What follows belongs to an exercise in optimizing a design on an open flow for small area; a production flow would make more cautious choices. Where RTL was checked, it was by simulation tests only, not by an equivalence proof against the original. Only the layout flow was run in run 1; the RTL was not checked for function there. Power figures rest on the tool's default switching activity, not on a simulated workload.

==> design.v <==
`timescale 1ns/1ns
module event_readout
(
    input  logic        clk_i,
    input  logic        rdholdoff_reset,
    input  logic        clk_ce_i,
    input  logic [23:0] rdholdoff_i,
    input  logic        sample_wr_en_i,
    input  logic        sample_wr_chan_i,
    input  logic [1:0]  sample_wr_bank_i,
    input  logic [3:0]  sample_wr_addr_i,
    input  logic [15:0] sample_wr_data_i,
    input  logic        hdr_push_i,
    input  logic [15:0] hdr_word_i,
    output logic [15:0] ev_data_o,
    output logic        ev_strobe_o,
    output logic        ev_valid_o,
    output logic        complete_o
);
    logic        valid_q;      
    logic        pause_q;      
    logic        strobe_q;
    logic [6:0]  p_q;          
    logic [24:0] cnt_q;        
    logic [4:0]  wp_q;         
    logic [2:0]  ep_q;         
    logic active, idle, avail, start, cap, last;
    assign active = valid_q & ~pause_q;
    assign idle   = ~valid_q & ~pause_q;
    assign avail  = (wp_q[4:2] != ep_q);
    assign start  = clk_ce_i & idle & avail;
    assign cap    = clk_ce_i & active;
    assign last   = (p_q == 7'd95);
    always_ff @(posedge clk_i) begin
        if (rdholdoff_reset) begin
            valid_q  <= 1'b0;
            pause_q  <= 1'b0;
            strobe_q <= 1'b0;
            wp_q     <= '0;
            ep_q     <= '0;
        end else begin
            strobe_q <= cap;
            if (hdr_push_i) wp_q <= wp_q + 1'b1;
            if (start) valid_q <= 1'b1;
            if (cap && last) begin
                pause_q <= 1'b1;
                ep_q    <= ep_q + 1'b1;
            end
            if (clk_ce_i && pause_q) begin
                valid_q <= 1'b0;
                if (cnt_q[24]) pause_q <= 1'b0;
            end
        end
    end
    always_ff @(posedge clk_i) begin
        if (start) p_q <= 7'd124;
        else if (cap) p_q <= p_q + 1'b1;
    end
    always_ff @(posedge clk_i) begin
        if (cap && last) cnt_q <= {1'b0, rdholdoff_i};
        else cnt_q <= cnt_q - clk_ce_i;
    end
    assign ev_valid_o  = valid_q;
    assign ev_strobe_o = strobe_q;
    assign complete_o  = cap & last;
    logic [15:0] smem [96];
    logic [15:0] hmem [16];
    logic [95:0] s_we;
    logic [15:0] h_we;
    er_sample_wdec u_swdec (
        .wr_i   (sample_wr_en_i),
        .chan_i (sample_wr_chan_i),
        .bank_i (sample_wr_bank_i),
        .addr_i (sample_wr_addr_i),
        .we_o   (s_we)
    );
    er_hdr_wdec u_hwdec (
        .push_i (hdr_push_i),
        .wp_i   (wp_q[3:0]),
        .we_o   (h_we)
    );
    for (genvar i = 0; i < 96; i++) begin : g_s
        always_ff @(posedge clk_i) if (s_we[i]) smem[i] <= sample_wr_data_i;
    end
    for (genvar i = 0; i < 16; i++) begin : g_h
        always_ff @(posedge clk_i) if (h_we[i]) hmem[i] <= hdr_word_i;
    end
    logic [111:0] rsel;
    logic [15:0]  rd_word;
    logic [15:0]  data_q;
    always_ff @(posedge clk_i) data_q <= rd_word;
    assign ev_data_o = data_q;
    er_rdec u_rdec (
        .p_i   (p_q),
        .ep_i  (ep_q[1:0]),
        .sel_o (rsel)
    );
    for (genvar b = 0; b < 16; b++) begin : g_rd
        logic [111:0] col;
        for (genvar i = 0; i < 96; i++) begin : g_cs
            assign col[i] = smem[i][b];
        end
        for (genvar i = 0; i < 16; i++) begin : g_ch
            assign col[96+i] = hmem[i][b];
        end
        er_rd_bit u_rd (.sel_i(rsel), .d_i(col), .y_o(rd_word[b]));
    end
endmodule
module er_sample_wdec
(
    input  logic        wr_i,
    input  logic        chan_i,
    input  logic [1:0]  bank_i,
    input  logic [3:0]  addr_i,
    output logic [95:0] we_o
);
    for (genvar c = 0; c < 2; c++) begin : g_c
        for (genvar b = 0; b < 3; b++) begin : g_b
            for (genvar a = 0; a < 16; a++) begin : g_a
                assign we_o[c*48+b*16+a] = wr_i && (chan_i == 1'(c)) && (bank_i == 2'(b))
                                           && (addr_i == 4'(a));
            end
        end
    end
endmodule
module er_hdr_wdec
(
    input  logic        push_i,
    input  logic [3:0]  wp_i,
    output logic [15:0] we_o
);
    for (genvar i = 0; i < 16; i++) begin : g_i
        assign we_o[i] = push_i && (wp_i == 4'(i));
    end
endmodule
module er_rdec
(
    input  logic [6:0]   p_i,
    input  logic [1:0]   ep_i,
    output logic [111:0] sel_o
);
    for (genvar i = 0; i < 96; i++) begin : g_s
        assign sel_o[i] = (p_i == 7'(i));
    end
    for (genvar i = 0; i < 16; i++) begin : g_h
        assign sel_o[96+i] = (p_i[6:2] == 5'b11111) && (p_i[1:0] == 2'(i % 4))
                             && (ep_i == 2'(i / 4));
    end
endmodule
module er_rd_bit
(
    input  logic [111:0] sel_i,
    input  logic [111:0] d_i,
    output logic         y_o
);
    logic [37:0] t_n;
    for (genvar g = 0; g < 36; g++) begin : g_3
        er_aoi222 u_t (.a_i(sel_i[3*g+2:3*g]), .b_i(d_i[3*g+2:3*g]), .y_o(t_n[g]));
    end
    for (genvar g = 0; g < 2; g++) begin : g_2
        er_aoi22 u_t (.a_i(sel_i[108+2*g+1:108+2*g]), .b_i(d_i[108+2*g+1:108+2*g]), .y_o(t_n[36+g]));
    end
    er_nand38 u_or (.a_i(t_n), .y_o(y_o));
endmodule
module er_aoi222
(
    input  logic [2:0] a_i,
    input  logic [2:0] b_i,
    output logic       y_o
);
    assign y_o = ~|(a_i & b_i);
endmodule
module er_aoi22
(
    input  logic [1:0] a_i,
    input  logic [1:0] b_i,
    output logic       y_o
);
    assign y_o = ~|(a_i & b_i);
endmodule
module er_nand38
(
    input  logic [37:0] a_i,
    output logic        y_o
);
    assign y_o = ~&a_i;
endmodule
==> run.sh <==
#!/bin/bash
# synth_recipe.tcl (not shown) runs the flow's synth.tcl, then flattens the netlist and writes it again
# the make line also repeats each setting of config.mk as NAME=value (left out here)
make -C /OpenROAD-flow-scripts/flow DESIGN_CONFIG=/design/flow/config.mk WORK_HOME=/design/flow/orfs CLKGATE_MAP_FILE= SYNTH_SCRIPT=/design/flow/synth_recipe.tcl finish
==> config.mk <==
export PLATFORM = sky130hd
export DESIGN_NAME = event_readout
export DESIGN_NICKNAME = event_readout
export VERILOG_FILES = /design/flow/design.v
export SDC_FILE = /design/flow/constraint.sdc
export NUM_CORES = 4
export LEC_CHECK = 0
export CAP_MARGIN = 20
export CORE_MARGIN = 2
export CORE_UTILIZATION = 45
export CTS_CLUSTER_DIAMETER = 100
export CTS_CLUSTER_SIZE = 22
export SLEW_MARGIN = 20
export SYNTH_HIERARCHICAL = 1
export SYNTH_MINIMUM_KEEP_SIZE = 0
==> constraint.sdc <==
create_clock -name core_clock -period 6.0 [get_ports {clk_i}]
set_input_delay 1.2000 -clock core_clock [delete_from_list [all_inputs] [get_ports {clk_i}]]
set_output_delay 1.2000 -clock core_clock [all_outputs]
set_load 0.01 [all_outputs]
==> flow_summary.json, run 1 <==
{
  "cts.sinks": 1851,
  "synth_area_mm2": 0.0652,
  "crit_arrival_ns": 3.69,
  "finalPower_mw": 23.0,
  "fin_crit_sh": 0.815,
  "synth_seq_cells": 1851,
  "yosysUniqueCellTypes": 49,
  "wl_per_cell_um": 31.7,
  "routabilityCongestion": 0.880,
  "antenna_found_initial": 4,
  "cp.required_ns": 4.80,
  "relSlewSlack": 0.157,
  "post_cts_resized": 0,
  "initialDrtViolationCount": 6632,
  "maxSlewViolCount": 0,
  "cts_max_level": 3,
  "routed_wl_um": 175000,
  "whs_ns": 0.485,
  "start_kind": "primary input",
  "yosysWarnings": 9,
  "postCtsSetupBuffers": 0,
  "ios": 87,
  "grt_pass1_vias": 33800,
  "route.detailed.drc": 0,
  "fp.dieH_um": 385,
  "insertion_delay_ns": 0.73,
  "synthArstFlopShare": 0,
  "rows": 139,
  "mostFrequentLayoutCells": "edfxtp_1, a222oi_1, buf_4",
  "portBuffers": 86,
  "grt_use_total": 0.232,
  "cts_made_buffers": 95,
  "viasPerCell": 6.51,
  "final_hold_viol_count": 0,
  "yosysSeqAreaShare": 0.843,
  "cts_tree": "yes",
  "final_nets": 3638,
  "p_leak_nw": 22.1,
  "final_common_cell": "edfxtp_1",
  "syn-num-nets": 3259,
  "firstDrtPassIters": 19,
  "synth_flop_cell": "edfxtp_1",
  "path_clk_slew_ns": 0.09,
  "setup_viol": 0,
  "status": "no timing/DRC/antenna violations",
  "cp_max_fo": 12,
  "fin_crit_ns": 4.89,
  "initial_core_util": 0.454,
  "clock-root-buffer": "clkbuf_16",
  "p_per_area_mw_per_mm2": 315,
  "grt_pass1_wl_um": 246000,
  "fin_tns_setup_ns": 0,
  "num_vias": 35900,
  "cts_buffer_depth": 3,
  "maxCapViolCount": 0,
  "dp_hpwl_um": 108000,
  "hp-class": "reg -> reg",
  "avgSynthCellArea_um2": 20.5,
  "synthCells": 3186,
  "dieArea_mm2": 0.148,
  "worst_pin_slew_ns": 1.25,
  "peakVddDrop_mv": 0.221,
  "fmax_ghz": 0.205,
  "grt_overflow_total": 0,
  "rsz0062_at_grt": "no",
  "synth_edf_count": 1792,
  "postCtsHoldBufs": 0,
  "ant_nets": 0,
  "criticalPathCategory": "in -> out",
  "fp.dieW_um": 385,
  "fillers": 11500,
  "grt_max_degree": 97,
  "cp-end-kind": "output pin",
  "drive_above_1_share": 0.128,
  "syn_to_final_growth_pct": 11.9,
  "core_mm2": 0.144,
  "clock_skew_ns": 0.0411
}
path summary, 6_finish.rpt:
| kind | from | end | slack (ns) | cells past startpoint |
|---|---|---|---|---|
| min | pause_q | valid_q | 0.48 | 1 |
| min reg2reg | pause_q | valid_q | 0.48 | 1 |
| max reg2reg | p_q[5] | data_q[8] | 1.90 | 6 |
| max | clk_ce_i | complete_o | 1.11 | 5 |
metal layers:
layer	vias to the layer above	track usage	routed length [µm]
met5	-	0	39
met4	6	0.0737	6020
met3	221	0.0355	14500
met2	1746	0.365	82100
met1	18800	0.334	72000
li1	15100	-	-
Yosys stat by module, one instance, submodules excluded, excerpt:
module	flops+latches	times used
er_aoi22	0	32
er_aoi222	0	576
er_hdr_wdec	0	1
er_nand38	0	16
er_rdec	0	1
er_sample_wdec	0	1
event_readout	1851	1
power breakdown:
part	total (mW)	internal [mW]	switching, mW
Clock	6.96	3.05	3.91
Combinational	1.51	0.494	1.01
Sequential	14.5	14.4	0.196
final cells by class:
| cell class | instances | area (µm²) | share of cell area |
|---|---|---|---|
| multi-input combinational | 1280 | 10100 | 0.139 |
| inverter | 7 | 26.3 | 0.000360 |
| sequential | 1851 | 55000 | 0.754 |
| antenna | 2 | 5.00 | 0.0000686 |
| clock inverter | 8 | 130 | 0.00178 |
| tap | 1903 | 2380 | 0.0326 |
| timing repair buffer | 330 | 2720 | 0.0372 |
| clock buffer | 128 | 2590 | 0.0354 |
critical path, stage by stage:
cell	delay (ns)
clkdlybuf4s50_1	0.59
nand3b_1	0.35
or4_1	0.85
inv_2	0.14
clkdlybuf4s50_1	0.54
through the flow:
| stage | util | area (µm²) | worst slack (ns) | instances |
|---|---|---|---|---|
| after floorplan | - | 65200 | 2.49 | 3186 |
| after global placement | 0.488 | 70100 | 1.12 | 5369 |
| after detailed placement | 0.489 | 70200 | 1.12 | 5371 |
| after CTS | 0.508 | 72900 | 1.10 | 5507 |
| after global routing | 0.508 | 73000 | 0.981 | 5507 |
| final | 0.508 | 73000 | 1.11 | 5509 |
logic make-up (layout without fill, tap and decap cells):
kind of cell | Yosys count | in the layout | share of synthesized area
other cells | 0 | 2 | 0
simple gates | 601 | 601 | 0.0495
fa+ha+maj | 5 | 5 | 0.000960
mux | 2 | 2 | 0.000307
xor+xnor | 35 | 35 | 0.00470
flops | 1851 | 1851 | 0.843
compound gates | 637 | 637 | 0.0970
buf+inv | 55 | 473 | 0.00411
flip-flops by register name, indices dropped and copies added (netlist names):
| name | cells |
|---|---|
| data_q | 16 |
| pause_q | 1 |
| wp_q | 5 |
| cnt_q | 25 |
| smem | 1536 |
| ep_q | 3 |
| valid_q | 1 |
| hmem | 256 |
| strobe_q | 1 |
| p_q | 7 |
cell usage after synthesis, drive strengths merged, types with 2 or more instances:
master,number,area (µm²)
or4,6,52.6
a222oi,576,5770
o21ai,19,95.1
nor3,26,135
nand3b,6,45.0
or3,4,31.3
a21oi,6,30.0
clkbuf,25,93.8
or3b,4,37.5
buf,23,148
ha,5,62.6
mux2i,2,20.0
a22oi,32,400
xnor2,20,175
nand4,148,932
nor2,241,930
nor4,42,278
nor4b,2,32.5
nand2b,5,31.3
or4b,10,100
nand3,24,120
nand4b,10,100
xor2,15,131
inv,7,26.3
dfxtp,59,1180
nand4bb,15,169
edfxtp,1792,53800
nand2,55,209
nor3b,2,15.0
==> inputs of run 2 (changes only) <==
--- a/design.v
+++ b/design.v
@@ -65,25 +65,33 @@
     assign complete_o  = cap & last;
     logic [15:0] smem [96];
     logic [15:0] hmem [16];
-    logic [95:0] s_we;
-    logic [15:0] h_we;
+    logic [15:0] snext [96];
+    logic [15:0] hnext [16];
+    logic [95:0] s_we, s_we_n;
+    logic [15:0] h_we, h_we_n;
     er_sample_wdec u_swdec (
         .wr_i   (sample_wr_en_i),
         .chan_i (sample_wr_chan_i),
         .bank_i (sample_wr_bank_i),
         .addr_i (sample_wr_addr_i),
-        .we_o   (s_we)
+        .we_o   (s_we),
+        .we_n_o (s_we_n)
     );
     er_hdr_wdec u_hwdec (
         .push_i (hdr_push_i),
         .wp_i   (wp_q[3:0]),
-        .we_o   (h_we)
+        .we_o   (h_we),
+        .we_n_o (h_we_n)
     );
     for (genvar i = 0; i < 96; i++) begin : g_s
-        always_ff @(posedge clk_i) if (s_we[i]) smem[i] <= sample_wr_data_i;
+        er_hold u_h (.q_i(smem[i]), .we_i(s_we[i]), .we_n_i(s_we_n[i]),
+                     .d_i(sample_wr_data_i), .y_o(snext[i]));
+        always_ff @(posedge clk_i) smem[i] <= snext[i];
     end
     for (genvar i = 0; i < 16; i++) begin : g_h
-        always_ff @(posedge clk_i) if (h_we[i]) hmem[i] <= hdr_word_i;
+        er_hold u_h (.q_i(hmem[i]), .we_i(h_we[i]), .we_n_i(h_we_n[i]),
+                     .d_i(hdr_word_i), .y_o(hnext[i]));
+        always_ff @(posedge clk_i) hmem[i] <= hnext[i];
     end
     logic [111:0] rsel;
     logic [15:0]  rd_word;
@@ -106,13 +114,24 @@
         er_rd_bit u_rd (.sel_i(rsel), .d_i(col), .y_o(rd_word[b]));
     end
 endmodule
+module er_hold
+(
+    input  logic [15:0] q_i,
+    input  logic        we_i,
+    input  logic        we_n_i,
+    input  logic [15:0] d_i,
+    output logic [15:0] y_o
+);
+    assign y_o = (q_i | {16{we_i}}) & (d_i | {16{we_n_i}});
+endmodule
 module er_sample_wdec
 (
     input  logic        wr_i,
     input  logic        chan_i,
     input  logic [1:0]  bank_i,
     input  logic [3:0]  addr_i,
-    output logic [95:0] we_o
+    output logic [95:0] we_o,
+    output logic [95:0] we_n_o
 );
     for (genvar c = 0; c < 2; c++) begin : g_c
         for (genvar b = 0; b < 3; b++) begin : g_b
@@ -122,16 +141,19 @@
             end
         end
     end
+    assign we_n_o = ~we_o;
 endmodule
 module er_hdr_wdec
 (
     input  logic        push_i,
     input  logic [3:0]  wp_i,
-    output logic [15:0] we_o
+    output logic [15:0] we_o,
+    output logic [15:0] we_n_o
 );
     for (genvar i = 0; i < 16; i++) begin : g_i
         assign we_o[i] = push_i && (wp_i == 4'(i));
     end
+    assign we_n_o = ~we_o;
 endmodule
 module er_rdec
 (
==> run 2 against run 1 <==
Register-to-register slack worse by 0.53 ns; hold slack lost 0.0095 ns; clock power grew 0.7%; sequential share of layout area fell by 24 points; cell count grew 37%; critical path type is now reg -> out; critical endpoint unchanged.
==> flow_summary.json, run 2 <==
{
  "setup_viol": 0,
  "pwr-share-comb": 0.125,
  "final_nets": 5586,
  "ios": 87,
  "synth_flop_cell": "dfxtp_1",
  "post_cts_resized": 0,
  "grt_max_degree": 64,
  "syn-num-nets": 5671,
  "p_int_mw": 18.8,
  "core_mm2": 0.154,
  "criticalPathCategory": "reg -> out",
  "yosys.area_share.simple": 0.0590,
  "viasPerCell": 7.01,
  "yosysWarnings": 13,
  "postCtsSetupBuffers": 0,
  "synth_seq_cells": 1851,
  "final_hold_viol_count": 0,
  "synth_area_mm2": 0.0697,
  "fin_tns_setup_ns": 0,
  "p_sw_mw": 6.49,
  "fmax_ghz": 0.211,
  "grt_pass1_wl_um": 344000,
  "grt_pass1_vias": 49200,
  "synth_top_area_frac": 0.532,
  "firstDrtPassIters": 8,
  "worst_pin_slew_ns": 1.31,
  "ant_nets": 0,
  "start_kind": "flop",
  "fp.dieH_um": 397,
  "synth_top_area_cell": "dfxtp_1",
  "synthXorXnorAreaFrac": 0.00453,
  "crit_arrival_ns": 3.55,
  "synthCells": 5598,
  "p_per_area_mw_per_mm2": 349,
  "status": "no timing/DRC/antenna violations",
  "largest_reg_flops": 1536,
  "routabilityCongestion": 0.925,
  "cp_max_fo": 44,
  "top_register": "smem",
  "fillers": 14300,
  "clock-root-buffer": "clkbuf_16",
  "clockPowerShare": 0.277,
  "synth_compound_area_frac": 0.328,
  "initialDrtViolationCount": 7983,
  "cp-end-kind": "output pin",
  "final_common_cell": "dfxtp_1",
  "initial_core_util": 0.453,
  "antenna_found_initial": 5,
  "grt_overflow_total": 0,
  "fp.dieW_um": 397,
  "fin_crit_ns": 4.75,
  "postCtsHoldBufs": 0,
  "avgSynthCellArea_um2": 12.4,
  "sequentialPowerShare": 0.598,
  "rsz0062_at_grt": "no",
  "yosysSeqAreaShare": 0.532,
  "clock_skew_ns": 0.0464,
  "wl_per_cell_um": 31.6,
  "synth_area_leaders": "dfxtp_1, o22a_1, o22a_2, a222oi_1, buf_6",
  "final_cells": 7571,
  "cts_tree": "yes",
  "drive_above_1_share": 0.213,
  "rows": 144,
  "switching_share": 0.256,
  "synthArstFlopShare": 0,
  "finalPower_mw": 25.3,
  "yosysUniqueCellTypes": 65,
  "post-place-cells": 7458,
  "syn_to_final_growth_pct": 4.11,
  "p_leak_nw": 25.5,
  "fin_crit_sh": 0.792,
  "num_vias": 53100,
  "dp_hpwl_um": 152000,
  "synth.most_common_cell": "dfxtp_1",
  "maxCapViolCount": 0,
  "largestRegisters": "smem (1536), hmem (256), cnt_q (25)",
  "insertion_delay_ns": 0.76,
  "portBuffers": 86,
  "mostFrequentLayoutCells": "dfxtp_1, o22a_1, o22a_2",
  "cts_max_level": 3,
  "route.detailed.drc": 0,
  "dieArea_mm2": 0.158,
  "synthMuxAreaShare": 0.000287,
  "synth_edf_count": 0,
  "cts.sinks": 1851,
  "peakVddDrop_mv": 0.276,
  "synth_top_family_by_area": "compound AO/OA/AOI/OAI gates",
  "cp.required_ns": 4.80,
  "cts_made_buffers": 95,
  "cts_buffer_depth": 3,
  "hp-class": "reg -> reg",
  "path_clk_slew_ns": 0.09,
  "maxSlewViolCount": 0,
  "ys_top_cells_by_count": "dfxtp_1, o22a_1, o22a_2",
  "routed_wl_um": 239000,
  "relSlewSlack": 0.119,
  "synth_fa_ha_area_frac": 0.000898,
  "final_util": 0.471,
  "grt_use_total": 0.290
}
-- run 2: kinds of logic (layout without fill, tap and decap cells) --
kind of cell,count (synthesis),in the layout
xor+xnor,36,36
simple gates,743,743
buf+inv,532,456
flops,1851,1851
fa+ha+maj,5,5
other cells,0,5
compound gates,2429,2429
mux,2,2
-- run 2: final cells by class --
cell class / instances / area [µm²] / area share
Antenna cell: 5 / 12.5 / 0.000173
Clock buffer: 99 / 2460 / 0.0339
Clock inverter: 7 / 104 / 0.00143
Inverter: 6 / 27.5 / 0.000380
Multi-Input combinational cell: 3215 / 27600 / 0.380
Sequential cell: 1851 / 37100 / 0.511
Tap cell: 2044 / 2560 / 0.0353
Timing Repair Buffer: 344 / 2760 / 0.0381
-- run 2: power by group through the flow --
stage          combinational, mW  clock, mW  sequential, mW
2_1_floorplan               2.10          0            15.1
3_3_place_gp                3.01          0            15.3
3_5_place_dp                3.11          0            15.4
4_1_cts                     3.12       7.14            15.1
5_1_grt                     3.34       7.55            15.3
6_report                    3.16       7.01            15.2
-- run 2: path summary, 6_finish.rpt --
check	slack, ns	start	cells after the start	to
worst max-delay path	1.25	p_q[0]	5	complete_o
worst min-delay path	0.48	smem[82][10]	1	smem[82][10]
worst max register to register	1.37	p_q[0]	6	data_q[8]
worst min register to register	0.48	smem[82][10]	1	smem[82][10]
-- run 2: layer usage --
metal / vias to the layer above / track usage / wire length, µm
met3: 412 / 0.0541 / 20700
met2: 2472 / 0.448 / 107000
met1: 27300 / 0.395 / 100000
met4: 8 / 0.126 / 11500
li1: 22900 / - / -
met5: - / 0 / 56
-- run 2: critical path, stage by stage, from the launching register on --
cell and delay, ns:
dfxtp_1 0.90, ha_1 0.29, nand3_1 0.11, or4_4 0.64
clkinv_4 0.26, clkdlybuf4s50_1 0.60
-- run 2: stage by stage --
stage | hold WS (ns) | instance area [µm²] | worst slack, ns
after global placement | 0.452 | 69900 | 1.33
after CTS | 0.480 | 72500 | 1.27
after detailed placement | 0.460 | 69900 | 1.32
final | 0.475 | 72500 | 1.25
after global routing | 0.488 | 72500 | 1.09
after floorplan | 0.447 | 69700 | 2.73
-- run 2: per-module statistics from Yosys (local to each module, per instance), a selection --
module          copies in the design  cells
er_rdec                            1    159
er_hold                          112     20
er_aoi222                        576      1
er_aoi22                          32      1
er_sample_wdec                     1    283
er_hdr_wdec                        1     48
er_nand38                         16     14
event_readout                      1   2036
==> inputs of run 3 (changes only) <==
--- a/design.v
+++ b/design.v
@@ -122,7 +122,19 @@
     input  logic [15:0] d_i,
     output logic [15:0] y_o
 );
-    assign y_o = (q_i | {16{we_i}}) & (d_i | {16{we_n_i}});
+    for (genvar b = 0; b < 16; b++) begin : g_b
+        er_hold_bit u_b (.q_i(q_i[b]), .we_i(we_i), .we_n_i(we_n_i), .d_i(d_i[b]), .y_o(y_o[b]));
+    end
+endmodule
+module er_hold_bit
+(
+    input  logic q_i,
+    input  logic we_i,
+    input  logic we_n_i,
+    input  logic d_i,
+    output logic y_o
+);
+    assign y_o = (q_i | we_i) & (d_i | we_n_i);
 endmodule
 module er_sample_wdec
 (
@@ -176,12 +188,10 @@
     output logic         y_o
 );
     logic [37:0] t_n;
-    for (genvar g = 0; g < 36; g++) begin : g_3
+    for (genvar g = 0; g < 37; g++) begin : g_3
         er_aoi222 u_t (.a_i(sel_i[3*g+2:3*g]), .b_i(d_i[3*g+2:3*g]), .y_o(t_n[g]));
     end
-    for (genvar g = 0; g < 2; g++) begin : g_2
-        er_aoi22 u_t (.a_i(sel_i[108+2*g+1:108+2*g]), .b_i(d_i[108+2*g+1:108+2*g]), .y_o(t_n[36+g]));
-    end
+    er_nand2 u_t1 (.a_i(sel_i[111]), .b_i(d_i[111]), .y_o(t_n[37]));
     er_nand38 u_or (.a_i(t_n), .y_o(y_o));
 endmodule
 module er_aoi222
@@ -192,13 +202,13 @@
 );
     assign y_o = ~|(a_i & b_i);
 endmodule
-module er_aoi22
-(
-    input  logic [1:0] a_i,
-    input  logic [1:0] b_i,
-    output logic       y_o
-);
-    assign y_o = ~|(a_i & b_i);
+module er_nand2
+(
+    input  logic a_i,
+    input  logic b_i,
+    output logic y_o
+);
+    assign y_o = ~(a_i & b_i);
 endmodule
 module er_nand38
 (
--- a/config.mk
+++ b/config.mk
@@ -5,11 +5,12 @@
 export SDC_FILE = /design/flow/constraint.sdc
 export NUM_CORES = 4
 export LEC_CHECK = 0
-export CAP_MARGIN = 20
+export CAP_MARGIN = 0
 export CORE_MARGIN = 2
 export CORE_UTILIZATION = 45
 export CTS_CLUSTER_DIAMETER = 100
 export CTS_CLUSTER_SIZE = 22
-export SLEW_MARGIN = 20
+export GPL_TIMING_DRIVEN = 0
+export SLEW_MARGIN = 0
 export SYNTH_HIERARCHICAL = 1
 export SYNTH_MINIMUM_KEEP_SIZE = 0
==> run 3 against run 2 <==
The layout now fails its checks (capacitance limit, slew limit); utilization is 2.7 points higher; fmax is 12% lower; sequential power hardly changed; critical path type is now reg -> reg; non-clock buffer count is 130 lower; final area is 2.9% lower; routed wire length is 4.3% lower; first-iteration DRC count is 4.5% lower; critical path depth is 2 higher; via count is 1.9% lower; critical endpoint is now data_q[8].
==> flow_summary.json, run 3 <==
{
  "status": "failed layout checks",
  "check-failures": "capacitance limit, slew limit",
  "largestRegisters": "smem (1536), hmem (256), cnt_q (25)",
  "postCtsSetupBuffers": 0,
  "hp-class": "reg -> reg",
  "peakVddDrop_mv": 0.239,
  "p_int_mw": 18.7,
  "routabilityCongestion": 0.902,
  "antenna_found_initial": 6,
  "mostFrequentLayoutCells": "dfxtp_1, o22a_1, a222oi_1",
  "fp.dieH_um": 381,
  "grt_overflow_total": 0,
  "fp.dieW_um": 381,
  "grt_max_degree": 66,
  "clockPowerShare": 0.275,
  "cp.required_ns": 6.50,
  "ant_nets": 0,
  "synthXorXnorAreaFrac": 0.00508,
  "ys_top_cells_by_count": "dfxtp_1, o22a_1, a222oi_1",
  "grt_pass1_vias": 48400,
  "crit_buf_inv": 1,
  "cts_buffer_depth": 3,
  "cp_cell_sequence": "nand4bb_1 > clkbuf_1 > nor2_1 > a222oi_1 > nand4_1 > nor4_1 > nand3_1",
  "pwr-share-comb": 0.123,
  "rsz0062_at_grt": "no",
  "fillers": 12900,
  "cp_max_fo": 16,
  "synth_flop_cell": "dfxtp_1",
  "firstDrtPassIters": 10,
  "yosysSeqAreaShare": 0.581,
  "fin_crit_ns": 5.39,
  "fin_crit_sh": 0.898,
  "synthArstFlopShare": 0,
  "p_per_area_mw_per_mm2": 355,
  "synth_top_family_by_area": "compound AO/OA/AOI/OAI gates",
  "initial_core_util": 0.452,
  "p_sw_mw": 6.34,
  "path_clk_slew_ns": 0.09,
  "grt_use_total": 0.301,
  "cts_max_level": 3,
  "cp-end-kind": "flop",
  "top_register": "smem",
  "maxCapViolCount": 6,
  "synth_seq_cells": 1851,
  "synth_area_leaders": "dfxtp_1, o22a_1, a222oi_1, nand4_1, nor2_1",
  "rows": 138,
  "final_hold_viol_count": 0,
  "portBuffers": 86,
  "syn-num-nets": 5222,
  "p_leak_nw": 24.3,
  "whs_ns": 0.478,
  "dp_hpwl_um": 148000,
  "synth.most_common_cell": "dfxtp_1",
  "post_cts_resized": 0,
  "synth_fa_ha_area_frac": 0.000980,
  "cts_tree": "yes",
  "maxSlewViolCount": 20,
  "fmax_ghz": 0.186,
  "start_kind": "flop",
  "initialDrtViolationCount": 7621,
  "viasPerCell": 7.15,
  "path_delay_family": "simple AND/OR/NAND/NOR gates",
  "largest_reg_flops": 1536,
  "cts.sinks": 1851,
  "final_nets": 5453,
  "synth_top_area_frac": 0.581,
  "core_mm2": 0.141,
  "dieArea_mm2": 0.145,
  "cts_made_buffers": 94,
  "postCtsHoldBufs": 0,
  "setup_viol": 0,
  "relSlewSlack": -0.0445,
  "drive_above_1_share": 0.0587,
  "synthMuxAreaShare": 0.000314,
  "clock-root-buffer": "clkbuf_16",
  "grt_pass1_wl_um": 331000,
  "synthCells": 5149,
  "synth_area_mm2": 0.0638,
  "fin_tns_setup_ns": 0,
  "synth_edf_count": 0,
  "routed_wl_um": 229000,
  "wl_per_cell_um": 31.5,
  "synth_compound_area_frac": 0.341,
  "sequentialPowerShare": 0.602,
  "avgSynthCellArea_um2": 12.4,
  "insertion_delay_ns": 0.77,
  "num_vias": 52100,
  "timing.critical_path.slowest_stage_cell": "nor4_1",
  "route.detailed.drc": 0,
  "yosysUniqueCellTypes": 59,
  "clock_skew_ns": 0.0383,
  "final_common_cell": "dfxtp_1",
  "criticalPathCategory": "reg -> reg",
  "ios": 87,
  "syn_to_final_growth_pct": 10.4,
  "worst_pin_slew_ns": 1.55,
  "yosysWarnings": 13,
  "crit_arrival_ns": 5.89,
  "synth_top_area_cell": "dfxtp_1",
  "cpPeakStageDelay_ns": 1.36,
  "switching_share": 0.253,
  "yosys.area_share.simple": 0.0643
}
==> run 3: changes by cell type in the layout (fill, tap and decap cells not counted), moves of 20 or more <==
cell      change
o22a_1      +672
o22a_2      -672
buf_4       -238
buf_2        +36
a22oi_2      -32
buf_6        +28
clkbuf_1     +20
==> run 3: stage by stage <==
step	power (mW)	worst slack (ns)	util	instances	cell area (µm²)
after global routing	25.9	0.699	0.499	7276	70500
after CTS	25.1	0.858	0.498	7266	70300
after global placement	18.1	0.376	0.475	7125	67000
after floorplan	17.1	2.62	-	5149	63800
after detailed placement	18.3	0.886	0.480	7164	67800
final	25.0	0.610	0.499	7278	70500
==> run 3: logic make-up after synthesis <==
kind of cell,Yosys count
multiplexers,2
buffers and inverters,86
flip-flops,1851
AND/OR/NAND/NOR,756
adder cells (fa/ha/maj),5
XOR/XNOR,37
AO/OA/AOI/OAI,2412
==> run 3: area by class of cell <==
class	count	area (µm²)	share of cell area
clock buffer	98	2450	0.0348
inverter	7	31.3	0.000444
antenna	2	5.00	0.0000710
tap	1890	2360	0.0336
clock inverter	4	53.8	0.000764
multi-input combinational	3212	26500	0.376
buffer	79	455	0.00646
sequential	1851	37100	0.526
timing repair buffer	135	1580	0.0224
==> run 3: power groups by stage <==
stage	clock (mW)	sequential, mW	combinational [mW]
final	6.89	15.1	3.07
after detailed placement	0	15.3	3.01
after global placement	0	15.2	2.89
after CTS	7.02	15.0	3.02
after floorplan	0	15.1	1.96
after global routing	7.42	15.3	3.26
==> run 3: final timing paths <==
kind,from,endpoint,slack [ns],cells past startpoint
worst max register to register,p_q[0],data_q[8],0.61,7
worst max-delay path,p_q[0],data_q[8],0.61,7
worst min register to register,smem[49][12],smem[49][12],0.48,1
worst min-delay path,smem[49][12],smem[49][12],0.48,1
==> run 3: Yosys stat by module, one instance, submodules excluded, excerpt <==
module          area (µm²)  cells inside  flip-flops and latches  copies in the design
er_nand38             81.3            14                       0                    16
er_hdr_wdec            244            48                       0                     1
er_aoi222             10.0             1                       0                   592
er_sample_wdec        1550           283                       0                     1
er_hold_bit           8.76             1                       0                  1792
er_nand2              3.75             1                       0                    16
er_rdec                836           159                       0                     1
event_readout        38200          2035                    1851                     1
==> run 3: metal layers <==
| metal | up-vias | share of wire | GRT usage | wire length, µm |
|---|---|---|---|---|
| met3 | 426 | 0.094 | 0.0729 | 21600 |
| met4 | 10 | 0.048 | 0.128 | 11000 |
| li1 | 22600 | - | - | - |
| met1 | 26600 | 0.42 | 0.404 | 95200 |
| met5 | - | 0.00024 | 0 | 54 |
| met2 | 2437 | 0.44 | 0.462 | 101000 |
==> inputs of run 4 (changes only) <==
--- a/config.mk
+++ b/config.mk
@@ -10,7 +10,6 @@
 export CORE_UTILIZATION = 45
 export CTS_CLUSTER_DIAMETER = 100
 export CTS_CLUSTER_SIZE = 22
-export GPL_TIMING_DRIVEN = 0
 export SLEW_MARGIN = 0
 export SYNTH_HIERARCHICAL = 1
 export SYNTH_MINIMUM_KEEP_SIZE = 0
==> run 4 against run 3 <==
Now clean on timing, DRC and antenna; final area grew 1.1%; hold slack is essentially flat; register-to-register slack improved by 0.58 ns; sequential power about the same; global-route usage rose by 0.24 points; synthesized area stayed put; first-iteration DRC count shrank 4.7%; die area did not move; synthesized cell count is the same; non-clock buffer count up 138; combinational power is essentially flat; critical path type unchanged.
==> flow_summary.json, run 4 <==
{
  "final_common_cell": "dfxtp_1",
  "top_register": "smem",
  "rsz0062_at_grt": "no",
  "grt_overflow_total": 0,
  "setup_viol": 0,
  "drive_above_1_share": 0.0840,
  "dieArea_mm2": 0.145,
  "wl_per_cell_um": 31.0,
  "num_vias": 52500,
  "crit_arrival_ns": 5.31,
  "fin_crit_sh": 0.801,
  "final_nets": 5591,
  "routed_wl_um": 230000,
  "rows": 138,
  "grt_max_degree": 65,
  "cts.sinks": 1851,
  "initial_core_util": 0.452,
  "maxCapViolCount": 0,
  "synth_top_area_cell": "dfxtp_1",
  "start_kind": "flop",
  "rr_startpoint": "p_q[3]",
  "grt_pass1_wl_um": 334000,
  "yosysSeqAreaShare": 0.581,
  "grt_use_total": 0.304,
  "layout_setup_ws_ns": 1.19,
  "yosysWarnings": 13,
  "clock_skew_ns": 0.0465,
  "final_util": 0.504,
  "dp_worst_setup_slack_ns": 1.30,
  "synth_top_area_frac": 0.581,
  "mostFrequentLayoutCells": "dfxtp_1, o22a_1, a222oi_1",
  "maxSlewViolCount": 0,
  "ant_nets": 0,
  "holdCritStartpoint": "hmem[1][0]",
  "fp.dieH_um": 381,
  "portBuffers": 86,
  "fin_tns_setup_ns": 0,
  "synthArstFlopShare": 0,
  "cts_tree": "yes",
  "ys_top_cells_by_count": "dfxtp_1, o22a_1, a222oi_1",
  "viasPerCell": 7.07,
  "multiInputGateArea_mm2": 0.0264,
  "largestRegisters": "smem (1536), hmem (256), cnt_q (25)",
  "synth_area_mm2": 0.0638,
  "clock-root-buffer": "clkbuf_16",
  "p_leak_nw": 25.0,
  "synth.most_common_cell": "dfxtp_1",
  "syn_to_final_growth_pct": 11.6,
  "synth_area_leaders": "dfxtp_1, o22a_1, a222oi_1, nand4_1, nor2_1",
  "cp.required_ns": 6.51,
  "relSlewSlack": 0.0369,
  "fin_crit_ns": 4.81,
  "postCtsSetupBuffers": 0,
  "postCtsHoldBufs": 0,
  "cts_buffer_depth": 3,
  "initialDrtViolationCount": 7265,
  "regArea_mm2": 0.0371,
  "avgSynthCellArea_um2": 12.4,
  "synth_seq_cells": 1851,
  "criticalPathCategory": "reg -> reg",
  "firstDrtPassIters": 10,
  "cp-end-kind": "flop",
  "fp.dieW_um": 381,
  "antenna_found_initial": 16,
  "path_clk_slew_ns": 0.09,
  "peakVddDrop_mv": 0.248,
  "post_cts_resized": 0,
  "largest_reg_flops": 1536,
  "grt_pass1_vias": 49000,
  "core_mm2": 0.141,
  "routabilityCongestion": 0.926,
  "yosysUniqueCellTypes": 59,
  "synthCells": 5149,
  "route.detailed.drc": 0,
  "final_hold_viol_count": 0,
  "syn-num-nets": 5222,
  "worst_pin_slew_ns": 1.44,
  "finalPower_mw": 25.1,
  "synth_flop_cell": "dfxtp_1",
  "cp_max_fo": 19,
  "startpoint": "p_q[3]",
  "synth_edf_count": 0,
  "hp-class": "reg -> reg",
  "ios": 87,
  "status": "no timing/DRC/antenna violations",
  "insertion_delay_ns": 0.76,
  "cts_max_level": 3,
  "cts_made_buffers": 94,
  "fmax_ghz": 0.208,
  "dp_hpwl_um": 149000,
  "p_per_area_mw_per_mm2": 352,
  "fillers": 12800
}
-- run 4: logic make-up after synthesis --
| logic type | after synthesis | share of synthesized area |
|---|---|---|
| adder cells (fa/ha/maj) | 5 | 0.000980 |
| flip-flops | 1851 | 0.581 |
| AO/OA/AOI/OAI | 2412 | 0.341 |
| XOR/XNOR | 37 | 0.00508 |
| multiplexers | 2 | 0.000314 |
| AND/OR/NAND/NOR | 756 | 0.0643 |
| buffers and inverters | 86 | 0.00763 |
-- run 4: per-layer routing --
layer / GRT usage / wire, µm / vias to the layer above
met5: 0 / 88 / -
met4: 0.118 / 9880 / 14
met3: 0.0629 / 21400 / 398
met2: 0.471 / 104000 / 2461
met1: 0.415 / 95400 / 26700
li1: - / - / 22900
-- run 4: area by class of cell --
type                            instances  share of cell area
Antenna cell                            7            0.000246
Tap cell                             1890              0.0332
Inverter                                7            0.000439
Multi-Input combinational cell       3212               0.371
Sequential cell                      1851               0.520
Timing Repair Buffer                  352              0.0396
Clock buffer                           97              0.0338
Clock inverter                          6             0.00135
-- run 4: report_power, final --
group / internal (mW) / switching, mW
clock network: 2.92 / 3.96
registers: 14.1 / 1.01
logic: 1.67 / 1.39
-- run 4: worst max-delay path, stage by stage, from the launching register on --
cell       delay (ns)
dfxtp_1          0.85
nand4bb_1        1.09
nor2_2           0.45
a222oi_1         0.63
nand4_1          0.38
nor4_1           0.82
nand3_1          0.35
-- run 4: modules after synthesis, one instance, submodules excluded, a selection --
module	cells	cell area [µm²]	times used
er_sample_wdec	283	1550	1
er_hdr_wdec	48	244	1
er_nand38	14	81.3	16
event_readout	2035	38200	1
er_hold_bit	1	8.76	1792
er_nand2	1	3.75	16
er_aoi222	1	10.0	592
er_rdec	159	836	1
-- run 4: stage by stage --
| stage | hold slack (ns) | cells | instance area [µm²] |
|---|---|---|---|
| 2_1_floorplan | 0.447 | 5149 | 63800 |
| 3_3_place_gp | 0.452 | 7312 | 68700 |
| 3_5_place_dp | 0.460 | 7312 | 68700 |
| 4_1_cts | 0.479 | 7415 | 71200 |
| 5_1_grt | 0.486 | 7418 | 71200 |
| 6_report | 0.477 | 7422 | 71200 |
-- run 4: path summary, 6_finish.rpt --
path | end | slack (ns) | cells past startpoint
setup / recovery | data_q[3] | 1.19 | 6
hold reg to reg | hmem[1][0] | 0.48 | 1
setup reg to reg | data_q[3] | 1.19 | 6
hold / removal | hmem[1][0] | 0.48 | 1
==> inputs of run 5 (changes only) <==
--- a/config.mk
+++ b/config.mk
@@ -5,11 +5,12 @@
 export SDC_FILE = /design/flow/constraint.sdc
 export NUM_CORES = 4
 export LEC_CHECK = 0
-export CAP_MARGIN = 0
+export CAP_MARGIN = 20
 export CORE_MARGIN = 2
 export CORE_UTILIZATION = 45
 export CTS_CLUSTER_DIAMETER = 100
 export CTS_CLUSTER_SIZE = 22
-export SLEW_MARGIN = 0
+export GPL_TIMING_DRIVEN = 0
+export SLEW_MARGIN = 20
 export SYNTH_HIERARCHICAL = 1
 export SYNTH_MINIMUM_KEEP_SIZE = 0
==> run 5 against run 4 <==
Fmax shrank 1.5%; register-to-register slack gained 0.03 ns; clock skew shrank 0.0056 ns; routed wire length shrank 0.51%; combinational power grew 2%; critical path depth grew 1; synthesized area is the same; largest cell class unchanged; non-clock buffer count shrank 134; hold slack lost 0.0012 ns; power grew 0.17%; global-route usage shrank 0.14 points; sequential power is essentially flat.
==> flow_summary.json, run 5 <==
{
  "core_mm2": 0.141,
  "hp-class": "reg -> reg",
  "clock_skew_ns": 0.0409,
  "initial_core_util": 0.452,
  "dieArea_mm2": 0.145,
  "top_register": "smem",
  "syn-num-nets": 5222,
  "timing.rr.end": "data_q[0]",
  "maxCapViolCount": 0,
  "grt_overflow_total": 0,
  "insertion_delay_ns": 0.76,
  "status": "no timing/DRC/antenna violations",
  "ios": 87,
  "grt_use_total": 0.302,
  "viasPerCell": 7.14,
  "timing.critical_path.slowest_stage_cell": "clkdlybuf4s50_1",
  "crit_buf_inv": 5,
  "grt_pass1_wl_um": 333000,
  "p_per_area_mw_per_mm2": 353,
  "wl_per_cell_um": 31.5,
  "relSlewSlack": 0.110,
  "final_nets": 5457,
  "criticalPathCategory": "in -> out",
  "synth_edf_count": 0,
  "mostFrequentLayoutCells": "dfxtp_1, o22a_1, a222oi_1",
  "fin_tns_setup_ns": 0,
  "synth.most_common_cell": "dfxtp_1",
  "whs_ns": 0.476,
  "fin_crit_ns": 4.88,
  "synth_top_area_cell": "dfxtp_1",
  "r2r_cells": 7,
  "firstDrtPassIters": 8,
  "multiInputGateArea_mm2": 0.0270,
  "portBuffers": 86,
  "dp_hpwl_um": 149000,
  "rsz0062_at_grt": "no",
  "synth_area_mm2": 0.0638,
  "rr_startpoint": "p_q[3]",
  "drive_above_1_share": 0.0953,
  "synth_seq_cells": 1851,
  "post_cts_resized": 0,
  "synthArstFlopShare": 0,
  "cp_cell_sequence": "clkdlybuf4s50_1 > nand3b_4 > or4_4 > buf_6 > clkinv_4 > buf_2 > clkdlybuf4s50_1",
  "holdPathStages": 1,
  "crit_top_cell": "clkdlybuf4s50_1",
  "fp.dieH_um": 381,
  "rrSetupSlack_ns": 1.22,
  "synthCells": 5149,
  "largestRegisters": "smem (1536), hmem (256), cnt_q (25)",
  "maxSlewViolCount": 0,
  "routed_wl_um": 229000,
  "route.detailed.drc": 0,
  "holdPathEnd": "hmem[2][12]",
  "crit_arrival_ns": 3.68,
  "cp.required_ns": 4.80,
  "routabilityCongestion": 0.902,
  "holdCritStartpoint": "hmem[2][12]",
  "ant_nets": 0,
  "yosysSeqAreaShare": 0.581,
  "fillers": 12800,
  "p_leak_nw": 24.4,
  "grt_max_degree": 76,
  "cts_buffer_depth": 3,
  "num_vias": 52000,
  "cp_max_fo": 10,
  "grt_pass1_vias": 48400,
  "worst_pin_slew_ns": 1.32,
  "cp-end-kind": "output pin",
  "final_cells": 7284,
  "yosysWarnings": 13,
  "yosysUniqueCellTypes": 59,
  "rows": 138,
  "path_clk_slew_ns": 0.08,
  "cts_max_level": 3,
  "fin_crit_sh": 0.813,
  "cpPeakStageDelay_ns": 0.62,
  "largest_reg_flops": 1536,
  "antenna_found_initial": 8,
  "final_hold_viol_count": 0,
  "clock-root-buffer": "clkbuf_16",
  "fp.dieW_um": 381,
  "fmax_ghz": 0.205,
  "cts_tree": "yes",
  "setup_viol": 0,
  "synth_flop_cell": "dfxtp_1",
  "cts_made_buffers": 94,
  "cts.sinks": 1851,
  "ys_top_cells_by_count": "dfxtp_1, o22a_1, a222oi_1",
  "post-place-cells": 7176,
  "peakVddDrop_mv": 0.245,
  "synth_top_area_frac": 0.581,
  "regArea_mm2": 0.0371,
  "syn_to_final_growth_pct": 11.4,
  "synth_area_leaders": "dfxtp_1, o22a_1, a222oi_1, nand4_1, nor2_1",
  "start_kind": "primary input",
  "path_delay_family": "buffers and inverters",
  "avgSynthCellArea_um2": 12.4,
  "postCtsSetupBuffers": 0,
  "initialDrtViolationCount": 8027,
  "postCtsHoldBufs": 0,
  "final_common_cell": "dfxtp_1"
}
## run 5: cell counts after synthesis
No cell type changed its count.
## run 5: metrics by stage
| step | area, µm² | power (mW) | util | worst slack (ns) |
|---|---|---|---|---|
| after floorplan | 63800 | 17.1 | - | 2.62 |
| after global placement | 67000 | 18.1 | 0.475 | 0.376 |
| after detailed placement | 68500 | 18.4 | 0.485 | 1.13 |
| after CTS | 71000 | 25.2 | 0.503 | 1.12 |
| after global routing | 71100 | 26.0 | 0.504 | 1.01 |
| final | 71100 | 25.1 | 0.504 | 1.12 |
## run 5: final cells by class
cell class	instances	area share
antenna	2	0.0000704
clock buffer	99	0.0347
clock inverter	5	0.000827
tap	1890	0.0333
sequential	1851	0.521
buffer	79	0.00649
inverter	7	0.000440
timing repair buffer	139	0.0236
multi-input combinational	3212	0.380
## run 5: worst max path at each step
stage                              to  depth (start not counted)                 from
after global placement    smem[50][0]                          2  sample_wr_data_i[0]
after floorplan            complete_o                          5             clk_ce_i
final                      complete_o                          7             clk_ce_i
after detailed placement   complete_o                          7             clk_ce_i
after CTS                  complete_o                          7             clk_ce_i
after global routing       complete_o                          7             clk_ce_i
## run 5: layer usage
layer	vias up	track usage	share of wire
li1	22600	-	-
met1	26500	0.410	0.41
met2	2430	0.458	0.44
met3	406	0.0741	0.097
met4	12	0.129	0.048
met5	-	0	0.00083
## run 5: modules after synthesis (local to each module, per instance), excerpt
module | area [µm²] | flops+latches | cells | times used
er_aoi222 | 10.0 | 0 | 1 | 592
er_hdr_wdec | 244 | 0 | 48 | 1
event_readout | 38200 | 1851 | 2035 | 1
er_sample_wdec | 1550 | 0 | 283 | 1
er_nand2 | 3.75 | 0 | 1 | 16
er_hold_bit | 8.76 | 0 | 1 | 1792
er_nand38 | 81.3 | 0 | 14 | 16
er_rdec | 836 | 0 | 159 | 1
## run 5: logic make-up after synthesis
logic type                 Yosys count  share of synthesized area
AOI/OAI and AO/OA                 2412                      0.341
DFF                               1851                      0.581
and+or+nand+nor                    756                     0.0643
buffers and inverters               86                    0.00763
xor gates and xnor gates            37                    0.00508
adders and majority gates            5                   0.000980
muxes                                2                   0.000314
## run 5: power by group
| group | internal [mW] | switching, mW |
|---|---|---|
| Clock | 2.93 | 3.97 |
| Sequential | 14.1 | 0.961 |
| Combinational | 1.68 | 1.45 |
| Total | 18.7 | 6.38 |
==> inputs of run 6 (changes only) <==
--- a/design.v
+++ b/design.v
@@ -145,15 +145,38 @@
     output logic [95:0] we_o,
     output logic [95:0] we_n_o
 );
+    logic [5:0]  hi;
+    logic [15:0] lo;
+    er_predec_bank u_hi (.wr_i(wr_i), .chan_i(chan_i), .bank_i(bank_i), .hi_o(hi));
+    er_predec4 u_lo (.a_i(addr_i), .lo_o(lo));
+    for (genvar h = 0; h < 6; h++) begin : g_h
+        for (genvar a = 0; a < 16; a++) begin : g_a
+            er_and2  u_we   (.a_i(hi[h]), .b_i(lo[a]), .y_o(we_o[h*16+a]));
+            er_nand2 u_we_n (.a_i(hi[h]), .b_i(lo[a]), .y_o(we_n_o[h*16+a]));
+        end
+    end
+endmodule
+module er_predec_bank
+(
+    input  logic       wr_i,
+    input  logic       chan_i,
+    input  logic [1:0] bank_i,
+    output logic [5:0] hi_o
+);
     for (genvar c = 0; c < 2; c++) begin : g_c
         for (genvar b = 0; b < 3; b++) begin : g_b
-            for (genvar a = 0; a < 16; a++) begin : g_a
-                assign we_o[c*48+b*16+a] = wr_i && (chan_i == 1'(c)) && (bank_i == 2'(b))
-                                           && (addr_i == 4'(a));
-            end
-        end
-    end
-    assign we_n_o = ~we_o;
+            assign hi_o[c*3+b] = wr_i && (chan_i == 1'(c)) && (bank_i == 2'(b));
+        end
+    end
+endmodule
+module er_predec4
+(
+    input  logic [3:0]  a_i,
+    output logic [15:0] lo_o
+);
+    for (genvar a = 0; a < 16; a++) begin : g_a
+        assign lo_o[a] = (a_i == 4'(a));
+    end
 endmodule
 module er_hdr_wdec
 (
@@ -162,10 +185,12 @@
     output logic [15:0] we_o,
     output logic [15:0] we_n_o
 );
+    logic [15:0] lo;
+    er_predec4 u_lo (.a_i(wp_i), .lo_o(lo));
     for (genvar i = 0; i < 16; i++) begin : g_i
-        assign we_o[i] = push_i && (wp_i == 4'(i));
-    end
-    assign we_n_o = ~we_o;
+        er_and2  u_we   (.a_i(push_i), .b_i(lo[i]), .y_o(we_o[i]));
+        er_nand2 u_we_n (.a_i(push_i), .b_i(lo[i]), .y_o(we_n_o[i]));
+    end
 endmodule
 module er_rdec
 (
@@ -173,13 +198,44 @@
     input  logic [1:0]   ep_i,
     output logic [111:0] sel_o
 );
-    for (genvar i = 0; i < 96; i++) begin : g_s
-        assign sel_o[i] = (p_i == 7'(i));
-    end
-    for (genvar i = 0; i < 16; i++) begin : g_h
-        assign sel_o[96+i] = (p_i[6:2] == 5'b11111) && (p_i[1:0] == 2'(i % 4))
-                             && (ep_i == 2'(i / 4));
-    end
+    logic [5:0]  hi;
+    logic [15:0] lo;
+    logic [3:0]  hh;
+    logic [3:0]  ej;
+    er_predec_rd u_pre (.p_i(p_i), .ep_i(ep_i), .hi_o(hi), .hh_o(hh), .ej_o(ej));
+    er_predec4 u_lo (.a_i(p_i[3:0]), .lo_o(lo));
+    for (genvar h = 0; h < 6; h++) begin : g_h
+        for (genvar a = 0; a < 16; a++) begin : g_a
+            er_and2 u_sel (.a_i(hi[h]), .b_i(lo[a]), .y_o(sel_o[h*16+a]));
+        end
+    end
+    for (genvar i = 0; i < 16; i++) begin : g_hd
+        er_and2 u_sel (.a_i(ej[i / 4]), .b_i(hh[i % 4]), .y_o(sel_o[96+i]));
+    end
+endmodule
+module er_predec_rd
+(
+    input  logic [6:0] p_i,
+    input  logic [1:0] ep_i,
+    output logic [5:0] hi_o,
+    output logic [3:0] hh_o,
+    output logic [3:0] ej_o
+);
+    for (genvar h = 0; h < 6; h++) begin : g_h
+        assign hi_o[h] = (p_i[6:4] == 3'(h));
+    end
+    for (genvar k = 0; k < 4; k++) begin : g_k
+        assign hh_o[k] = (p_i[6:2] == 5'b11111) && (p_i[1:0] == 2'(k));
+        assign ej_o[k] = (ep_i == 2'(k));
+    end
+endmodule
+module er_and2
+(
+    input  logic a_i,
+    input  logic b_i,
+    output logic y_o
+);
+    assign y_o = a_i & b_i;
 endmodule
 module er_rd_bit
 (
==> config.mk (replaced) <==
export PLATFORM = sky130hd
export DESIGN_NAME = event_readout
export DESIGN_NICKNAME = event_readout
export VERILOG_FILES = /design/flow/design.v
export SDC_FILE = /design/flow/constraint.sdc
export NUM_CORES = 4
export LEC_CHECK = 0
export CAP_MARGIN = 10
export CORE_MARGIN = 2
export CORE_UTILIZATION = 60
export CTS_CLUSTER_DIAMETER = 100
export CTS_CLUSTER_SIZE = 22
export SLEW_MARGIN = 10
export SYNTH_HIERARCHICAL = 1
export SYNTH_MINIMUM_KEEP_SIZE = 0
==> run 6 against run 5 <==
Still clean on timing, DRC and antenna; die area shrank 24%; clock skew shrank 0.011 ns; critical path depth is the same; power grew 0.26%; cell count shrank 8.0%; fmax grew 1.8%; largest cell class unchanged.
==> flow_summary.json, run 6 <==
{
  "yosysUniqueCellTypes": 53,
  "dieArea_mm2": 0.109,
  "viasPerCell": 7.85,
  "fin_tns_setup_ns": 0,
  "grt_pass1_vias": 48100,
  "syn-num-nets": 5157,
  "synthArstFlopShare": 0,
  "fp.dieW_um": 331,
  "cts_buffer_depth": 3,
  "fp.dieH_um": 331,
  "multiInputGateArea_mm2": 0.0269,
  "p_leak_nw": 24.4,
  "fin_crit_ns": 4.80,
  "post-place-cells": 6597,
  "grt_use_total": 0.393,
  "avgSynthCellArea_um2": 12.6,
  "cts_made_buffers": 94,
  "routed_wl_um": 224000,
  "synth_seq_cells": 1851,
  "maxSlewViolCount": 0,
  "crit_arrival_ns": 3.60,
  "synthCells": 5084,
  "switching_share": 0.257,
  "criticalPathCategory": "reg -> out",
  "rr_startpoint": "p_q[1]",
  "setup_viol": 0,
  "layout_setup_ws_ns": 1.20,
  "grt_max_degree": 65,
  "peakVddDrop_mv": 0.268,
  "pwr-share-comb": 0.125,
  "r2r_cells": 6,
  "ant_nets": 0,
  "cts.sinks": 1851,
  "rrSetupSlack_ns": 1.54,
  "synth_area_leaders": "dfxtp_1, o22a_1, a222oi_1, and2_1, nand4_1",
  "final_cells": 6704,
  "largest_reg_flops": 1536,
  "postCtsHoldBufs": 0,
  "regArea_mm2": 0.0371,
  "synth_flop_cell": "dfxtp_1",
  "syn_to_final_growth_pct": 8.34,
  "fmax_ghz": 0.209,
  "fillers": 8345,
  "dp_hpwl_um": 142000,
  "antenna_found_initial": 14,
  "grt_overflow_total": 0,
  "drive_above_1_share": 0.0413,
  "final_common_cell": "dfxtp_1",
  "cp.required_ns": 4.80,
  "final_nets": 5375,
  "clock-root-buffer": "clkbuf_16",
  "synth_edf_count": 0,
  "cp-end-kind": "output pin",
  "initialDrtViolationCount": 8721,
  "num_vias": 52600,
  "sequentialPowerShare": 0.607,
  "post_cts_resized": 0,
  "postCtsSetupBuffers": 0,
  "holdPathEnd": "smem[40][2]",
  "relSlewSlack": 0.150,
  "top_register": "smem",
  "status": "no timing/DRC/antenna violations",
  "holdCritStartpoint": "smem[40][2]",
  "mostFrequentLayoutCells": "dfxtp_1, o22a_1, a222oi_1",
  "path_clk_slew_ns": 0.09,
  "route.detailed.drc": 0,
  "hp-class": "reg -> reg",
  "largestRegisters": "smem (1536), hmem (256), cnt_q (25)",
  "worst_pin_slew_ns": 1.27,
  "final_hold_viol_count": 0,
  "fin_crit_sh": 0.799,
  "cts_tree": "yes",
  "ios": 87,
  "timing.rr.end": "data_q[9]",
  "wl_per_cell_um": 33.4,
  "rsz0062_at_grt": "no",
  "p_sw_mw": 6.45,
  "p_int_mw": 18.7,
  "p_per_area_mw_per_mm2": 362,
  "yosysSeqAreaShare": 0.578,
  "grt_pass1_wl_um": 323000,
  "initial_core_util": 0.607,
  "dp_worst_setup_slack_ns": 1.32,
  "synth.most_common_cell": "dfxtp_1",
  "clock_skew_ns": 0.0294,
  "start_kind": "flop",
  "rows": 119,
  "firstDrtPassIters": 10,
  "insertion_delay_ns": 0.72,
  "clockPowerShare": 0.268,
  "synth_area_mm2": 0.0641,
  "ys_top_cells_by_count": "dfxtp_1, o22a_1, a222oi_1",
  "yosysWarnings": 13,
  "cts_max_level": 3,
  "routabilityCongestion": 0.913,
  "synth_top_area_cell": "dfxtp_1",
  "core_mm2": 0.106,
  "portBuffers": 86,
  "synth_top_area_frac": 0.578,
  "cp_max_fo": 40,
  "maxCapViolCount": 0,
  "holdPathStages": 1
}
[run 6: cell count changes in the layout (fill, tap and decap cells not counted), moves of 9 or more]
cell      previous run  this run
and2_1               0       229
nor2_2             202         0
buf_4               14        74
buf_6               49         0
buf_2               44         0
nor4_2              23         5
buf_16              16         0
clkbuf_1            16         0
nor3_2              16         0
xnor2_1             23         7
nor4_1              18        33
and4bb_1             4        15
nor2_1              47        38
[run 6: cell families (layout without fill, tap and decap cells)]
| group | after synthesis | count (layout) | share of synthesized area |
|---|---|---|---|
| AO/OA/AOI/OAI | 2418 | 2418 | 0.341 |
| flip-flops | 1851 | 1851 | 0.578 |
| AND/OR/NAND/NOR | 753 | 753 | 0.0727 |
| XOR/XNOR | 28 | 28 | 0.00383 |
| buffers and inverters | 27 | 247 | 0.00332 |
| adder cells (fa/ha/maj) | 5 | 5 | 0.000976 |
| multiplexers | 2 | 2 | 0.000332 |
| other | 0 | 9 | 0 |
[run 6: modules after synthesis (local to each module, per instance), a selection]
module,area [µm²],cells,flops+latches
er_predec4,277,20,0
er_hold_bit,8.76,1,0
er_nand2,3.75,1,0
er_nand38,81.3,14,0
event_readout,38200,2040,1851
er_aoi222,10.0,1,0
er_predec_rd,124,18,0
er_and2,6.26,1,0
er_predec_bank,75.1,6,0
[run 6: worst max path at each step]
stage                              startpoint    endpoint  slack [ns]
final                                  p_q[1]  complete_o        1.20
after global routing                   p_q[1]  complete_o        1.05
after CTS                              p_q[1]  complete_o        1.23
after detailed placement             clk_ce_i  complete_o        1.32
after global placement               clk_ce_i  complete_o        1.29
after floorplan           sample_wr_bank_i[0]  smem[0][0]        2.65
[run 6: routing by layer]
metal | GRT usage | up-vias | share of wire
li1 | - | 22500 | -
met1 | 0.544 | 26700 | 0.40
met2 | 0.594 | 2921 | 0.44
met3 | 0.0823 | 434 | 0.11
met4 | 0.174 | 14 | 0.051
met5 | 0 | - | 0.00039
[run 6: stage by stage]
step            util  area (µm²)  hold slack (ns)  power [mW]
6_report       0.658       69400            0.477        25.2
2_1_floorplan      -       64100            0.447        17.1
4_1_cts        0.657       69400            0.480        25.1
5_1_grt        0.657       69400            0.488        26.0
3_5_place_dp   0.634       66900            0.460        18.6
3_3_place_gp   0.634       66900            0.452        18.4
[run 6: power groups by stage]
stage          Clock [mW]  Combinational, mW  Sequential, mW
2_1_floorplan           0               1.99            15.2
3_3_place_gp            0               2.97            15.5
3_5_place_dp            0               3.08            15.5
4_1_cts              6.79               3.08            15.2
5_1_grt              7.19               3.31            15.5
6_report             6.75               3.14            15.3
[run 6: area by class of cell]
class | count | area share
well taps | 1391 | 0.0251
repair buffers | 144 | 0.0181
multi-input cells | 3206 | 0.387
clock inverters | 1 | 0.000288
inverters | 5 | 0.000270
diodes | 9 | 0.000324
clock buffers | 97 | 0.0350
flip-flops and latches | 1851 | 0.534
[run 6: critical path: stages, from the launching register on]
cell and delay [ns]:
dfxtp_1 0.97, ha_1 0.35, and2_1 0.21, nand3_1 0.12, buf_4 0.23, inv_1 0.08, buf_4 0.32, clkdlybuf4s50_1 0.61
==> inputs of run 7 (changes only) <==
--- a/config.mk
+++ b/config.mk
@@ -9,7 +9,7 @@
 export CORE_MARGIN = 2
 export CORE_UTILIZATION = 60
 export CTS_CLUSTER_DIAMETER = 100
-export CTS_CLUSTER_SIZE = 22
+export CTS_CLUSTER_SIZE = 26
 export SLEW_MARGIN = 10
 export SYNTH_HIERARCHICAL = 1
 export SYNTH_MINIMUM_KEEP_SIZE = 0
==> run 7 against run 6 <==
The layout now fails its checks (capacitance limit); final area down 0.56%; sequential share of layout area increased by 0.30 points; routed wire length is essentially flat; non-clock buffer count did not move; worst setup slack lost 0.018 ns.
==> flow_summary.json, run 7 <==
{
  "p_sw_mw": 6.36,
  "maxCapViolCount": 1,
  "check-failures": "capacitance limit",
  "status": "failed layout checks",
  "cts_tree": "yes",
  "grt_pass1_vias": 47800,
  "p_int_mw": 18.3,
  "criticalPathCategory": "reg -> out",
  "postCtsHoldBufs": 0,
  "largestRegisters": "smem (1536), hmem (256), cnt_q (25)",
  "largest_reg_flops": 1536,
  "grt_overflow_total": 0,
  "r2r_cells": 6,
  "yosysSeqAreaShare": 0.578,
  "final_area_mm2": 0.0690,
  "core_mm2": 0.106,
  "num_vias": 52700,
  "grt_use_total": 0.393,
  "start_kind": "flop",
  "final_nets": 5362,
  "setup_viol": 0,
  "wl_per_cell_um": 33.4,
  "timing.rr.end": "data_q[15]",
  "cp_max_fo": 40,
  "synthArstFlopShare": 0,
  "peakVddDrop_mv": 0.283,
  "syn-num-nets": 5157,
  "avgSynthCellArea_um2": 12.6,
  "startpoint": "p_q[1]",
  "synthCells": 5084,
  "yosysWarnings": 13,
  "crit_arrival_ns": 3.61,
  "fin_tns_setup_ns": 0,
  "switching_share": 0.258,
  "fin_crit_ns": 4.81,
  "portBuffers": 86,
  "clock_skew_ns": 0.0273,
  "pwr-share-comb": 0.127,
  "ys_top_cells_by_count": "dfxtp_1, o22a_1, a222oi_1",
  "antenna_found_initial": 16,
  "p_per_area_mw_per_mm2": 357,
  "synth_top_area_cell": "dfxtp_1",
  "cts_made_buffers": 81,
  "synth_top_area_frac": 0.578,
  "fmax_ghz": 0.208,
  "synth_area_leaders": "dfxtp_1, o22a_1, a222oi_1, and2_1, nand4_1",
  "initial_core_util": 0.607,
  "synth_flop_cell": "dfxtp_1",
  "grt_pass1_wl_um": 323000,
  "grt_max_degree": 65,
  "ant_nets": 0,
  "rr_startpoint": "p_q[1]",
  "worst_pin_slew_ns": 1.46,
  "endpoint": "complete_o",
  "synth_seq_cells": 1851,
  "dieArea_mm2": 0.109,
  "final_hold_viol_count": 0,
  "final_common_cell": "dfxtp_1",
  "viasPerCell": 7.87,
  "fin_crit_sh": 0.802,
  "post_cts_resized": 0,
  "mostFrequentLayoutCells": "dfxtp_1, o22a_1, a222oi_1",
  "maxSlewViolCount": 0,
  "drive_above_1_share": 0.0382,
  "synth_area_mm2": 0.0641,
  "postCtsSetupBuffers": 0,
  "cp.required_ns": 4.80,
  "syn_to_final_growth_pct": 7.73,
  "dp_hpwl_um": 142000,
  "yosysUniqueCellTypes": 53,
  "fp.dieH_um": 331,
  "top_register": "smem",
  "cts_buffer_depth": 3,
  "cts_max_level": 3,
  "insertion_delay_ns": 0.72,
  "p_leak_nw": 24.2,
  "synth_edf_count": 0,
  "clockPowerShare": 0.252,
  "cp-end-kind": "output pin",
  "hp-class": "reg -> reg",
  "synth.most_common_cell": "dfxtp_1",
  "firstDrtPassIters": 10,
  "routabilityCongestion": 0.913,
  "routed_wl_um": 224000,
  "rsz0062_at_grt": "no",
  "initialDrtViolationCount": 8648,
  "clock-root-buffer": "clkbuf_16",
  "route.detailed.drc": 0,
  "relSlewSlack": 0.0147,
  "cts.sinks": 1851,
  "ios": 87,
  "path_clk_slew_ns": 0.10,
  "placed_cell_area_mm2": 0.0669,
  "sequentialPowerShare": 0.620,
  "rrSetupSlack_ns": 1.23,
  "rows": 119,
  "fp.dieW_um": 331
}
-- run 7: cell counts after synthesis --
Identical to the previous run, type by type.
-- run 7: cell families (layout without fill, tap and decap cells) --
family / count (synthesis) / in the layout / synth area share
other cells: 0 / 11 / 0
flops: 1851 / 1851 / 0.578
mux: 2 / 2 / 0.000332
buf+inv: 27 / 231 / 0.00332
simple gates: 753 / 753 / 0.0727
compound gates: 2418 / 2418 / 0.341
fa+ha+maj: 5 / 5 / 0.000976
xor+xnor: 28 / 28 / 0.00383
-- run 7: cell type report --
type	count	area (µm²)
multi-input combinational	3206	26900
tap	1391	1740
clock buffer	81	2030
fill	8410	36500
antenna	11	27.5
clock inverter	1	30.0
sequential	1851	37100
inverter	5	18.8
timing repair buffer	144	1260
-- run 7: per-module statistics from Yosys, one instance, submodules excluded, excerpt --
module,cells,flip-flops and latches,times used
er_aoi222,1,0,592
er_hold_bit,1,0,1792
er_nand2,1,0,128
er_nand38,14,0,16
er_predec4,20,0,3
er_predec_bank,6,0,1
er_predec_rd,18,0,1
event_readout,2040,1851,1
-- run 7: power by group through the flow --
| stage | Combinational [mW] | Sequential, mW | Clock, mW |
|---|---|---|---|
| 6_report | 3.13 | 15.3 | 6.21 |
| 5_1_grt | 3.31 | 15.5 | 6.67 |
| 2_1_floorplan | 1.99 | 15.2 | 0 |
| 3_3_place_gp | 2.97 | 15.5 | 0 |
| 3_5_place_dp | 3.08 | 15.5 | 0 |
| 4_1_cts | 3.08 | 15.2 | 6.27 |
-- run 7: worst max-delay path, stage by stage, from the launching register on --
cell and delay (ns):
dfxtp_1 0.99, ha_1 0.35, and2_1 0.21, nand3_1 0.12, buf_4 0.23, inv_1 0.07
buf_4 0.31, clkdlybuf4s50_1 0.61
-- run 7: metrics by stage --
stage          hold slack, ns  worst slack, ns  power, mW  instances  utilization
2_1_floorplan           0.447             2.65       17.1       5084            -
3_3_place_gp            0.452             1.29       18.4       6596        0.634
3_5_place_dp            0.460             1.32       18.6       6597        0.634
4_1_cts                 0.483             1.22       24.6       6679        0.654
5_1_grt                 0.491             1.03       25.4       6684        0.654
6_report                0.479             1.19       24.6       6690        0.654
-- run 7: worst min path at each step --
stage                        end          from  slack [ns]  depth (start not counted)
floorplan             hmem[0][0]    hmem[0][0]        0.45                          1
global placement      hmem[0][3]    hmem[0][3]        0.45                          1
detailed placement  smem[12][13]  smem[12][13]        0.46                          1
CTS                  smem[72][0]   smem[72][0]        0.48                          1
global route         smem[89][3]   smem[89][3]        0.49                          1
finish              hmem[10][12]  hmem[10][12]        0.48                          1
-- run 7: metal layers --
layer / part of all wire / global-route usage / wire length, µm
met4: 0.048 / 0.170 / 10700
met1: 0.40 / 0.544 / 89400
met5: 0.00058 / 0 / 129
met3: 0.11 / 0.0822 / 24700
met2: 0.44 / 0.595 / 98900

what the ideal ports hide:
In the flow no input, the clock included, has a driving cell. The finished layouts below were timed again as built, in two steps.
Step 1: set_driving_cell puts a clkbuf_16 on clk_i and a buf_2 on each other input, an assumption about the parent block.
Step 2 adds t to the input delays and takes it off the output delays; t is the mean of the earliest and latest rising clock arrival at the registers after step 1. Input paths then give back, and output paths get back, about the clock's delay inside the block.
a / b / c = ideal / step 1 / step 2; a / b = the first two.
| run | shift t [ns] | setup slack, ns | worst register clock-pin slew, ns |
|---|---|---|---|
| run 1 | 0.798 | 1.110 / 1.085 / 1.085 | 0.10 / 0.10 |
| run 2 | 0.821 | 1.250 / 1.167 / 1.127 | 0.10 / 0.10 |
| run 3 | 0.823 | 0.610 / 0.610 / 0.610 | 0.09 / 0.09 |
| run 4 | 0.821 | 1.194 / 1.194 / 1.056 | 0.10 / 0.10 |
| run 5 | 0.817 | 1.120 / 1.084 / 1.084 | 0.10 / 0.10 |
| run 6 | 0.778 | 1.204 / 1.128 / 1.284 | 0.09 / 0.09 |
| run 7 | 0.784 | 1.187 / 1.104 / 1.230 | 0.11 / 0.11 |
For run 4, which loses most, drivers alone change the setup slack by 0.000 ns; drivers and shift together by -0.138 ns.
